Context: an optimization exercise on an open-source flow, tuned for small area. The choices shown serve that exercise and are no tape-out recipe. The RTL was checked by simulation tests, not by an equivalence proof against the original design. Power figures rest on the tool's default switching activity, not on a simulated workload.

==> design.v <==
`timescale 1ns/1ps
package rvPkg;
    typedef enum logic [2:0] {
        IMM_I = 3'd0,
        IMM_S = 3'd1,
        IMM_B = 3'd2,
        IMM_J = 3'd3,
        IMM_U = 3'd4
    } immSrc_e;
    typedef enum logic [1:0] {
        FWD_EX  = 2'b00,
        FWD_WB  = 2'b01,
        FWD_MEM = 2'b10
    } forward_e;
    typedef enum logic {
        SRCB_REG = 1'b0,
        SRCB_IMM = 1'b1
    } aluSrc_e;
    typedef enum logic [2:0] {
        ALU_ADD = 3'b000,
        ALU_SUB = 3'b001,
        ALU_AND = 3'b010,
        ALU_OR  = 3'b011,
        ALU_SLT = 3'b101
    } aluControl_e;
    typedef enum logic [1:0] {
        RES_MEM = 2'b00,
        RES_ALU = 2'b01,
        RES_PC4 = 2'b10,
        RES_IMM = 2'b11
    } resultSrc_e;
    typedef union packed {
        struct packed {
            logic [6:0]           funct7;
            logic [5-1:0] rs2;
            logic [5-1:0] rs1;
            logic [2:0]           funct3;
            logic [5-1:0] rd;
            logic [6:0]           opcode;
        } rFields;
        struct packed {
            logic [11:0]          imm12;
            logic [5-1:0] rs1;
            logic [2:0]           funct3;
            logic [5-1:0] rd;
            logic [6:0]           opcode;
        } iFields;
        struct packed {
            logic [6:0]           immHi;
            logic [5-1:0] rs2;
            logic [5-1:0] rs1;
            logic [2:0]           funct3;
            logic [4:0]           immLo;
            logic [6:0]           opcode;
        } sFields;
        struct packed {
            logic                 sign;      
            logic [5:0]           imm10to5;
            logic [5-1:0] rs2;
            logic [5-1:0] rs1;
            logic [2:0]           funct3;
            logic [3:0]           imm4to1;
            logic                 imm11;
            logic [6:0]           opcode;
        } bFields;
    } instrWord_u;
    typedef struct packed {
        logic [6:0]           opcode;
        logic [2:0]           funct3;
        logic                 funct7b5;
        logic [5-1:0] rs1;
        logic [5-1:0] rs2;
        logic [5-1:0] rd;
    } decodeInfo_t;
    typedef struct packed {
        immSrc_e immSrc;
    } decodeCtrl_t;
    typedef struct packed {
        aluSrc_e     aluSrc;
        aluControl_e aluControl;
        forward_e    forwardA;
        forward_e    forwardB;
    } exCtrl_t;
    typedef struct packed {
        resultSrc_e resultSrcM;
        resultSrc_e resultSrcW;
        logic       regWriteW;
    } wbCtrl_t;
    typedef struct packed {
        logic [32-1:0]   rd1;
        logic [32-1:0]   rd2;
        logic [32-1:0]   pc;
        logic [32-1:0]   extImm;
        logic [32-1:0]   pcPlus4;
        logic [5-1:0] rs1;
        logic [5-1:0] rs2;
        logic [5-1:0] rd;
    } exStage_t;
    typedef struct packed {
        logic [32-1:0]   aluResult;
        logic [32-1:0]   writeData;
        logic [32-1:0]   extImm;
        logic [32-1:0]   pcPlus4;
        logic [5-1:0] rd;
    } memStage_t;
endpackage
`timescale 1ns/1ps
module fetchStage (
    input  logic               clk,
    input  logic               reset,
    input  logic               stallF_i,
    input  logic               pcSrcE_i,
    input  logic [32-1:0] pcTargetE_i,
    output logic [32-1:0] pcF_o,
    output logic [32-1:0] pcPlus4F_o
);
    assign pcPlus4F_o = pcF_o + 'd4;
    always_ff @(posedge clk) begin
        if (reset) begin
            pcF_o <= 32'h0000_1000;
        end else if (pcSrcE_i) begin
            pcF_o <= pcTargetE_i;
        end else if (!stallF_i) begin
            pcF_o <= pcPlus4F_o;
        end
    end
endmodule
`timescale 1ns/1ps
module decodeStage (
    input  logic                clk,
    input  logic                reset,
    input  logic                stallD_i,
    input  logic                flushD_i,
    input  logic [32-1:0] instrF_i,
    input  logic [32-1:0] pcF_i,
    input  logic [32-1:0] pcPlus4F_i,
    input  rvPkg::decodeCtrl_t         decodeCtrl_i,
    output rvPkg::decodeInfo_t         decodeInfo_o,
    output logic [32-1:0] pcD_o,
    output logic [32-1:0] pcPlus4D_o,
    output logic [32-1:0] extImmD_o
);
    rvPkg::instrWord_u instrD;
    always_ff @(posedge clk) begin
        if (reset || flushD_i) begin
            instrD     <= '0;
            pcD_o      <= '0;
            pcPlus4D_o <= '0;
        end else if (!stallD_i) begin
            instrD     <= instrF_i;
            pcD_o      <= pcF_i;
            pcPlus4D_o <= pcPlus4F_i;
        end
    end
    assign decodeInfo_o.opcode   = instrD.rFields.opcode;
    assign decodeInfo_o.funct3   = instrD.rFields.funct3;
    assign decodeInfo_o.funct7b5 = instrD.rFields.funct7[5];
    assign decodeInfo_o.rs1      = instrD.rFields.rs1;
    assign decodeInfo_o.rs2      = instrD.rFields.rs2;
    assign decodeInfo_o.rd       = instrD.rFields.rd;
    always_comb begin
        unique case (decodeCtrl_i.immSrc)
            rvPkg::IMM_I: extImmD_o = {{20{instrD.iFields.imm12[11]}}, instrD.iFields.imm12};
            rvPkg::IMM_S: extImmD_o = {{20{instrD.sFields.immHi[6]}},
                                instrD.sFields.immHi, instrD.sFields.immLo};
            rvPkg::IMM_B: extImmD_o = {{20{instrD.bFields.sign}}, instrD.bFields.imm11,
                                instrD.bFields.imm10to5, instrD.bFields.imm4to1, 1'b0};
            rvPkg::IMM_J: extImmD_o = {{12{instrD.rFields.funct7[6]}},
                                instrD.rFields.rs1, instrD.rFields.funct3,
                                instrD.rFields.rs2[0],
                                instrD.rFields.funct7[5:0], instrD.rFields.rs2[4:1], 1'b0};
            rvPkg::IMM_U: extImmD_o = {instrD.rFields.funct7, instrD.rFields.rs2,
                                instrD.rFields.rs1, instrD.rFields.funct3, 12'b0};
            default: extImmD_o = '0;
        endcase
    end
endmodule
`timescale 1ns/1ps
module regFile (
    input  logic                  clk,
    input  logic                  reset,
    input  logic [5-1:0] rs1_i,
    input  logic [5-1:0] rs2_i,
    input  logic [5-1:0] rd_i,
    input  logic                  we_i,
    input  logic [32-1:0]   wd_i,
    output logic [32-1:0]   rd1_o,
    output logic [32-1:0]   rd2_o
);
    logic [32-1:0] regs [32];
    logic                wrActive;
    assign wrActive = we_i && !reset && (rd_i != '0);
    always_ff @(posedge clk) begin
        if (reset) begin
            regs[0] <= '0;  
        end else if (wrActive) begin
            regs[rd_i] <= wd_i;
        end
    end
    assign rd1_o = (wrActive && rd_i == rs1_i) ? wd_i : regs[rs1_i];
    assign rd2_o = (wrActive && rd_i == rs2_i) ? wd_i : regs[rs2_i];
endmodule
`timescale 1ns/1ps
module executeStage (
    input  logic                clk,
    input  logic                reset,
    input  logic                flushE_i,
    input  rvPkg::exCtrl_t             exCtrl_i,
    input  rvPkg::decodeInfo_t         decodeInfo_i,
    input  logic [32-1:0] pcD_i,
    input  logic [32-1:0] pcPlus4D_i,
    input  logic [32-1:0] extImmD_i,
    input  logic [32-1:0] rd1D_i,
    input  logic [32-1:0] rd2D_i,
    input  logic [32-1:0] forwardDataM_i,
    input  logic [32-1:0] resultW_i,
    output rvPkg::exStage_t            exStage_o,
    output logic                zeroE_o,
    output logic [32-1:0] pcTargetE_o,
    output rvPkg::memStage_t           memNext_o
);
    logic [32-1:0] srcAE;
    logic [32-1:0] srcBE;
    logic [32-1:0] writeDataE;
    logic [32-1:0] aluResultE;
    always_ff @(posedge clk) begin
        if (reset || flushE_i) begin
            exStage_o <= '0;
        end else begin
            exStage_o.rd1     <= rd1D_i;
            exStage_o.rd2     <= rd2D_i;
            exStage_o.pc      <= pcD_i;
            exStage_o.extImm  <= extImmD_i;
            exStage_o.pcPlus4 <= pcPlus4D_i;
            exStage_o.rs1     <= decodeInfo_i.rs1;
            exStage_o.rs2     <= decodeInfo_i.rs2;
            exStage_o.rd      <= decodeInfo_i.rd;
        end
    end
    always_comb begin
        unique case (exCtrl_i.forwardA)
            rvPkg::FWD_WB:  srcAE = resultW_i;
            rvPkg::FWD_MEM: srcAE = forwardDataM_i;
            default:        srcAE = exStage_o.rd1;  
        endcase
    end
    always_comb begin
        unique case (exCtrl_i.forwardB)
            rvPkg::FWD_WB:  writeDataE = resultW_i;
            rvPkg::FWD_MEM: writeDataE = forwardDataM_i;
            default:        writeDataE = exStage_o.rd2;  
        endcase
    end
    assign srcBE      = (exCtrl_i.aluSrc == rvPkg::SRCB_IMM) ? exStage_o.extImm : writeDataE;
    always_comb begin
        unique case (exCtrl_i.aluControl)
            rvPkg::ALU_ADD: aluResultE = srcAE + srcBE;
            rvPkg::ALU_SUB: aluResultE = srcAE - srcBE;
            rvPkg::ALU_AND: aluResultE = srcAE & srcBE;
            rvPkg::ALU_OR:  aluResultE = srcAE | srcBE;
            rvPkg::ALU_SLT: aluResultE = {{(32-1){1'b0}}, $signed(srcAE) < $signed(srcBE)};
            default: aluResultE = '0;
        endcase
    end
    assign zeroE_o     = (aluResultE == '0);
    assign pcTargetE_o = exStage_o.pc + exStage_o.extImm;  
    assign memNext_o.aluResult = aluResultE;
    assign memNext_o.writeData = writeDataE;
    assign memNext_o.extImm    = exStage_o.extImm;
    assign memNext_o.pcPlus4   = exStage_o.pcPlus4;
    assign memNext_o.rd        = exStage_o.rd;
endmodule
`timescale 1ns/1ps
module memWbStage (
    input  logic                  clk,
    input  logic                  reset,
    input  rvPkg::memStage_t             memNext_i,
    input  logic [32-1:0]   readDataM_i,
    input  rvPkg::wbCtrl_t               wbCtrl_i,
    output rvPkg::memStage_t             memStage_o,
    output logic [32-1:0]   forwardDataM_o,
    output logic [32-1:0]   resultW_o,
    output logic [5-1:0] rdW_o,
    output logic                  regWriteW_o
);
    logic [32-1:0] aluResultW;
    logic [32-1:0] readDataW;
    logic [32-1:0] extImmW;
    logic [32-1:0] pcPlus4W;
    always_ff @(posedge clk) begin
        if (reset) begin
            memStage_o <= '0;
            aluResultW <= '0;
            readDataW  <= '0;
            extImmW    <= '0;
            pcPlus4W   <= '0;
            rdW_o      <= '0;
        end else begin
            memStage_o <= memNext_i;
            aluResultW <= memStage_o.aluResult;
            readDataW  <= readDataM_i;
            extImmW    <= memStage_o.extImm;
            pcPlus4W   <= memStage_o.pcPlus4;
            rdW_o      <= memStage_o.rd;
        end
    end
    always_comb begin
        unique case (wbCtrl_i.resultSrcM)
            rvPkg::RES_PC4: forwardDataM_o = memStage_o.pcPlus4;
            rvPkg::RES_IMM: forwardDataM_o = memStage_o.extImm;
            default: forwardDataM_o = memStage_o.aluResult;
        endcase
    end
    always_comb begin
        unique case (wbCtrl_i.resultSrcW)
            rvPkg::RES_MEM: resultW_o = readDataW;
            rvPkg::RES_ALU: resultW_o = aluResultW;
            rvPkg::RES_PC4: resultW_o = pcPlus4W;
            rvPkg::RES_IMM: resultW_o = extImmW;
            default: resultW_o = aluResultW;
        endcase
    end
    assign regWriteW_o = wbCtrl_i.regWriteW;
endmodule
`timescale 1ns/1ps
module rvDatapath (
    input  logic                  clk,
    input  logic                  reset,
    input  logic                  stallF_i,
    input  logic                  stallD_i,
    input  logic                  flushD_i,
    input  logic                  flushE_i,
    input  logic                  pcSrcE_i,
    input  logic [32-1:0]   instrF_i,
    input  logic [32-1:0]   readDataM_i,
    input  logic [2:0]                  decodeCtrl_i,   
    input  logic [7:0]                  exCtrl_i,       
    input  logic [4:0]                  wbCtrl_i,       
    output logic [32-1:0]   pcF_o,
    output logic [25:0]                 decodeInfo_o,   
    output logic [5-1:0] rs1E_o,
    output logic [5-1:0] rs2E_o,
    output logic [5-1:0] rdE_o,
    output logic                  zeroE_o,
    output logic [5-1:0] rdM_o,
    output logic [32-1:0]   aluResultM_o,
    output logic [32-1:0]   writeDataM_o,
    output logic [5-1:0] rdW_o
);
    logic [32-1:0] pcPlus4F, pcD, pcPlus4D, extImmD;
    logic [32-1:0] rd1D, rd2D, pcTargetE;
    logic [32-1:0] forwardDataM, resultW;
    logic                regWriteW;
    rvPkg::exStage_t            exStage;
    rvPkg::memStage_t           memNext, memStage;
    rvPkg::decodeInfo_t         decodeInfo;
    assign decodeInfo_o = decodeInfo;
    fetchStage fetch_i (
        .clk, .reset, .stallF_i, .pcSrcE_i,
        .pcTargetE_i (pcTargetE),
        .pcF_o, .pcPlus4F_o (pcPlus4F)
    );
    decodeStage decode_i (
        .clk, .reset, .stallD_i, .flushD_i, .instrF_i,
        .pcF_i (pcF_o), .pcPlus4F_i (pcPlus4F), .decodeCtrl_i,
        .decodeInfo_o (decodeInfo), .pcD_o (pcD), .pcPlus4D_o (pcPlus4D), .extImmD_o (extImmD)
    );
    regFile regFile_i (
        .clk, .reset,
        .rs1_i (decodeInfo.rs1), .rs2_i (decodeInfo.rs2),
        .rd_i (rdW_o), .we_i (regWriteW), .wd_i (resultW),
        .rd1_o (rd1D), .rd2_o (rd2D)
    );
    executeStage execute_i (
        .clk, .reset, .flushE_i, .exCtrl_i, .decodeInfo_i (decodeInfo),
        .pcD_i (pcD), .pcPlus4D_i (pcPlus4D), .extImmD_i (extImmD),
        .rd1D_i (rd1D), .rd2D_i (rd2D),
        .forwardDataM_i (forwardDataM), .resultW_i (resultW),
        .exStage_o (exStage), .zeroE_o, .pcTargetE_o (pcTargetE), .memNext_o (memNext)
    );
    memWbStage memWb_i (
        .clk, .reset, .memNext_i (memNext), .readDataM_i, .wbCtrl_i,
        .memStage_o (memStage), .forwardDataM_o (forwardDataM),
        .resultW_o (resultW), .rdW_o, .regWriteW_o (regWriteW)
    );
    assign rs1E_o       = exStage.rs1;
    assign rs2E_o       = exStage.rs2;
    assign rdE_o        = exStage.rd;
    assign rdM_o        = memStage.rd;
    assign aluResultM_o = memStage.aluResult;
    assign writeDataM_o = memStage.writeData;  
endmodule
==> run.sh <==
#!/bin/bash
# synth_recipe.tcl (not shown) runs the flow's synth.tcl, then flattens the netlist and writes it again
# the make line also repeats each setting of config.mk as NAME=value (left out here)
make -C /OpenROAD-flow-scripts/flow DESIGN_CONFIG=/design/flow/config.mk WORK_HOME=/design/flow/orfs CLKGATE_MAP_FILE= SYNTH_SCRIPT=/design/flow/synth_recipe.tcl finish
==> config.mk <==
export PLATFORM = sky130hd
export DESIGN_NAME = rvDatapath
export DESIGN_NICKNAME = rvDatapath
export VERILOG_FILES = /design/flow/design.v
export SDC_FILE = /design/flow/constraint.sdc
export NUM_CORES = 4
export LEC_CHECK = 0
export CAP_MARGIN = 20
export CORE_MARGIN = 2
export CORE_UTILIZATION = 40
export SLEW_MARGIN = 20
==> constraint.sdc <==
create_clock -name core_clock -period 8.5 [get_ports {clk}]
set_input_delay 1.7000 -clock core_clock [delete_from_list [all_inputs] [get_ports {clk}]]
set_output_delay 1.7000 -clock core_clock [all_outputs]
set_load 0.01 [all_outputs]
==> summary.txt <==
STA
  • Fin crit share: 96.6%
  • Worst slew pin tran: 1.10 ns
  • Max Freq: 122 MHz
  • Total Neg Setup Slack: 0 ns
  • Setup Viol. Count Final: 0
  • Unrepaired setup endpoints after global routing: false
  • Tmin final: approximately 8.2 ns
  • Fin. Hold Viols: 0
  • Hold WS: 0.438 ns
  • Worst slew margin: between 20% and 30%
  • Clock Skew: 0.0279 ns
  • Count of pins over their slew limit: 0

Synth
  • Mapped Cells: 5,256
  • Synthesized flop and latch total: 1,589
  • Ys Warns: 5
  • Post-synthesis sequential area ratio: 55.9%
  • Primary FF master, synth: edfxtp_1
  • Top cells by count, synth: edfxtp_1 (1,024), mux4_2 (672), dfxtp_1 (565), nor2_1 (487), clkbuf_1 (300)
  • Top-count cell post-synth: edfxtp_1
  • Top cells by area, synth: edfxtp_1 (41%), mux4_2 (20%), dfxtp_1 (15%), mux2i_1 (2.5%), nor2_1 (2.4%)
  • Synth area leader: edfxtp_1
  • Syn_area_per_cell: around 14 sq um
  • EDFF count, synth: approximately 1,000
  • Yosys cell types: 96
  • Post-synthesis async set-or-reset flop share: 0%
  • Synth top area share: just over 40%
  • Syn_nets: 5,484
  • Mapped Area: 75,300 sq um

GRT
  • Number of global-route vias before repair: roughly 48,000
  • GRT Total Usage: 25.3%
  • Largest net degree at the start of global routing: 177
  • Global route total overflow: 0
  • Global-route wire length before repair: 349,000 um
  • Initial antenna violation count: 7

Setup path
  • Kind of cell adding the most delay to the critical path: simple AND/OR/NAND/NOR gates
  • Crit-path max FO: 13
  • CP endpoint kind: output port
  • Worst setup SP type: input port
  • Worst path bufs/invs: 7
  • CP max stage delay: 0.65 ns
  • Worst Path Required: about 6.8 ns
  • CP Class: input port to output port
  • Slowest cell on the critical path: or4_4
  • R2R setup slack: 3.88 ns
  • CP arrival: around 6.5 ns
  • CP Cell Sequence: clkdlybuf4s50_1 > inv_1 > ha_4 > buf_12 > buf_8 > nor2_1 > a21oi_2 > o21a_2 > ha_4 > nor2b_2 > o211ai_1 > nand2_1 > buf_4 > nand3_1 > a21oi_1 > a21o_1 > a221oi_1 > buf_4 > nand4_1 > or4_4 > nor4_4 > and4_1 > buf_2

Final layout
  • Share of cells above drive strength 1: roughly 29%
  • Design area: 89,400 sq um
  • # fillers: between 15,000 and 20,000
  • Nets: 5,973
  • Final core occ: 47.7%
  • Area added between synthesis and finish: 18.8%

Detailed routing
  • Vias per cell: 5.83
  • Post-DRT Antenna Nets: 0
  • Number of DRC markers in iteration 0: 5,351
  • Post-Route WL: 246,000 um
  • DRC violations left: 0
  • 1st-pass router iterations: 6
  • Wire length per cell: 29.3 um
  • Vias: about 49,000

Status
  • Status: complete, no violations

CTS
  • Clock Path Buffers: 3
  • Max H-tree Level: 4
  • CTS sink cnt: 1,589
  • Post-CTS Hold Fix Bufs: 0
  • CTS tree: done
  • Worst skew pair latency: 0.82 ns
  • Root Driver: clkbuf_16
  • Clk slew on worst S/H paths: approximately 0.06 ns
  • CTS Buf Count: approximately 170

Floorplan
  • Initial core utilization: 40.2%
  • I/O pin count: 235
  • Die Area: 192,000 sq um
  • DIE WIDTH: 438 um
  • Core Area: 187,000 sq um
  • # rows: 159
  • Height of the die: 438 um

Worst hold path
  • HP Class: register to register

Pwr
  • Worst VDD drop: 0.209 mV
  • Logic pwr share: 9.4%
  • Reg power frac: 48.1%
  • Power Density: 193 nW/um^2
  • Sw Share: 24.1%
  • Clock power frac: 42.5%
  • P_sw: 4.16 mW
  • Pint: 13.1 mW
  • Lkg Pwr: 32.8 nW

Placement
  • DP Wirelength: 162,000 um
  • Final GP Congestion: 0.949
  • DP Area: 83,300 sq um
  • Input/output buffers: 234

Flow run
  • Max-Cap Viols: 0
==> worst register-to-register path, cell delays in order (launching register included) <==
cell      delay [ns]
dfxtp_1         0.62
nor2_1          0.10
a21oi_1         0.25
a22oi_2         0.09
nor2_1          0.13
a21oi_2         0.05
o21a_1          0.20
buf_4           0.14
ha_1            0.30
nand2b_4        0.16
a2111o_1        0.46
nand4_1         0.26
and3_4          0.26
o211ai_1        0.10
a21oi_1         0.23
buf_4           0.16
o221a_2         0.23
a21o_1          0.13
a211oi_1        0.07
o31ai_1         0.35
buf_4           0.17
nor2_1          0.03
==> through the flow <==
step                      power [mW]  cells  setup WS, ns
after floorplan                 9.27   5256         0.145
after global placement          10.0   8051        -0.849
after detailed placement        10.0   8055        -0.862
after CTS                       17.4   8365       0.00706
after global routing            17.8   8378       0.00678
final                           17.3   8378         0.287
==> routing by layer <==
layer	track usage [%]	vias up	wire length [um]
met5	0.323	-	110
met4	9.96	6	10400
met3	4.70	455	18800
met2	42.7	2081	121000
met1	32.3	25200	95000
li1	-	21100	-
==> layout make-up <==
cell class              instances  area (sq um)  share of cell area (%)
diodes                          2          5.00                 0.00560
clock buffers                 227          4680                    5.24
clock inverters                80           796                   0.890
inverters                     115           435                   0.487
multi-input cells            3055         31300                    35.0
flip-flops and latches       1589         42100                    47.1
well taps                    2495          3120                    3.49
repair buffers                815          7030                    7.86
==> repair_timing <==
item	4_1_cts	5_1_grt
endpoints found under the hold margin	0	0
resized for setup	57	85
setup buffers	3	10
pin swaps	14	27
setup endpoints to repair	1	1
==> worst paths after layout <==
path / cells after the start / to / from
worst max-delay path: 23 / zeroE_o / exCtrl_i[0]
worst min-delay path: 1 / memWb_i.memStage_o[10] / execute_i.exStage_o[20]
worst max register to register: 21 / memWb_i.memStage_o[130] / memWb_i.memStage_o[102]
worst min register to register: 1 / memWb_i.memStage_o[10] / execute_i.exStage_o[20]
==> logic make-up after synthesis <==
group                      after synthesis  synth area share (%)
xor gates and xnor gates                89                  1.04
DFF                                   1589                  55.9
muxes                                  858                  22.6
AOI/OAI and AO/OA                      753                  6.62
adders and majority gates              141                  2.37
buffers and inverters                  612                  3.69
and+or+nand+nor                       1214                  7.84
==> registers in the layout, indices dropped and copies added (netlist names) <==
register             cells
decode_i.instrD         32
decode_i.pcD_o          30
decode_i.pcPlus4D_o     32
execute_i.exStage_o    173
fetch_i.pcF_o           32
memWb_i.aluResultW      32
memWb_i.extImmW         32
memWb_i.memStage_o     133
memWb_i.pcPlus4W        32
memWb_i.rdW_o            5
memWb_i.readDataW       32
regFile_i.regs        1024
==> placed cells by master, fill, tap and decap left out, types with 16 or more instances in the layout <==
master,instances
and2_1,106
o211ai_1,16
xnor2_1,45
inv_1,109
mux2i_1,186
nand2_1,179
dfxtp_1,555
a21oi_2,31
buf_12,22
a21o_1,32
or3_1,18
o21ai_0,103
clkdlybuf4s50_1,222
clkinv_2,22
a211oi_1,103
a21oi_1,211
mux4_2,672
a22oi_1,63
nor3_1,25
nand4_1,18
clkbuf_16,174
xor2_1,44
clkinv_1,22
nor2_1,453
clkbuf_1,39
buf_4,551
nand3_1,46
ha_1,122
nor2b_1,224
o21a_1,23
nor2_4,32
edfxtp_1,1024
nand2b_1,24
==> power by group through the flow <==
stage | Combinational [mW] | Sequential, mW | Clock, mW
after CTS | 1.58 | 8.31 | 7.46
after global placement | 1.55 | 8.48 | 0
after global routing | 1.73 | 8.31 | 7.77
final | 1.63 | 8.32 | 7.35
after detailed placement | 1.55 | 8.48 | 0
after floorplan | 0.873 | 8.39 | 0

## re-timing with driven ports
How much do the figures lean on ideal ports? The routed layout below was timed once more, with nothing changed but the port constraints. Step 1: set_driving_cell puts a clkbuf_16 on clk and a buf_2 on each other input, an assumption about the parent block. Step 2 adds t to the input delays and takes it off the output delays; t is the mean of the earliest and latest rising clock arrival at the registers after step 1. Input paths then give back, and output paths get back, about the clock's delay inside the block. Three values: no drivers, after step 1, after step 2; two values: the first two.
t (ns): 0.893
setup WS [ns]: 0.287 / 0.186 / 0.186
worst slew at a driven data input, ns: 0.10
After both steps this run still meets setup and hold. For this run, drivers alone change the setup slack by -0.101 ns; drivers and shift together by -0.101 ns.
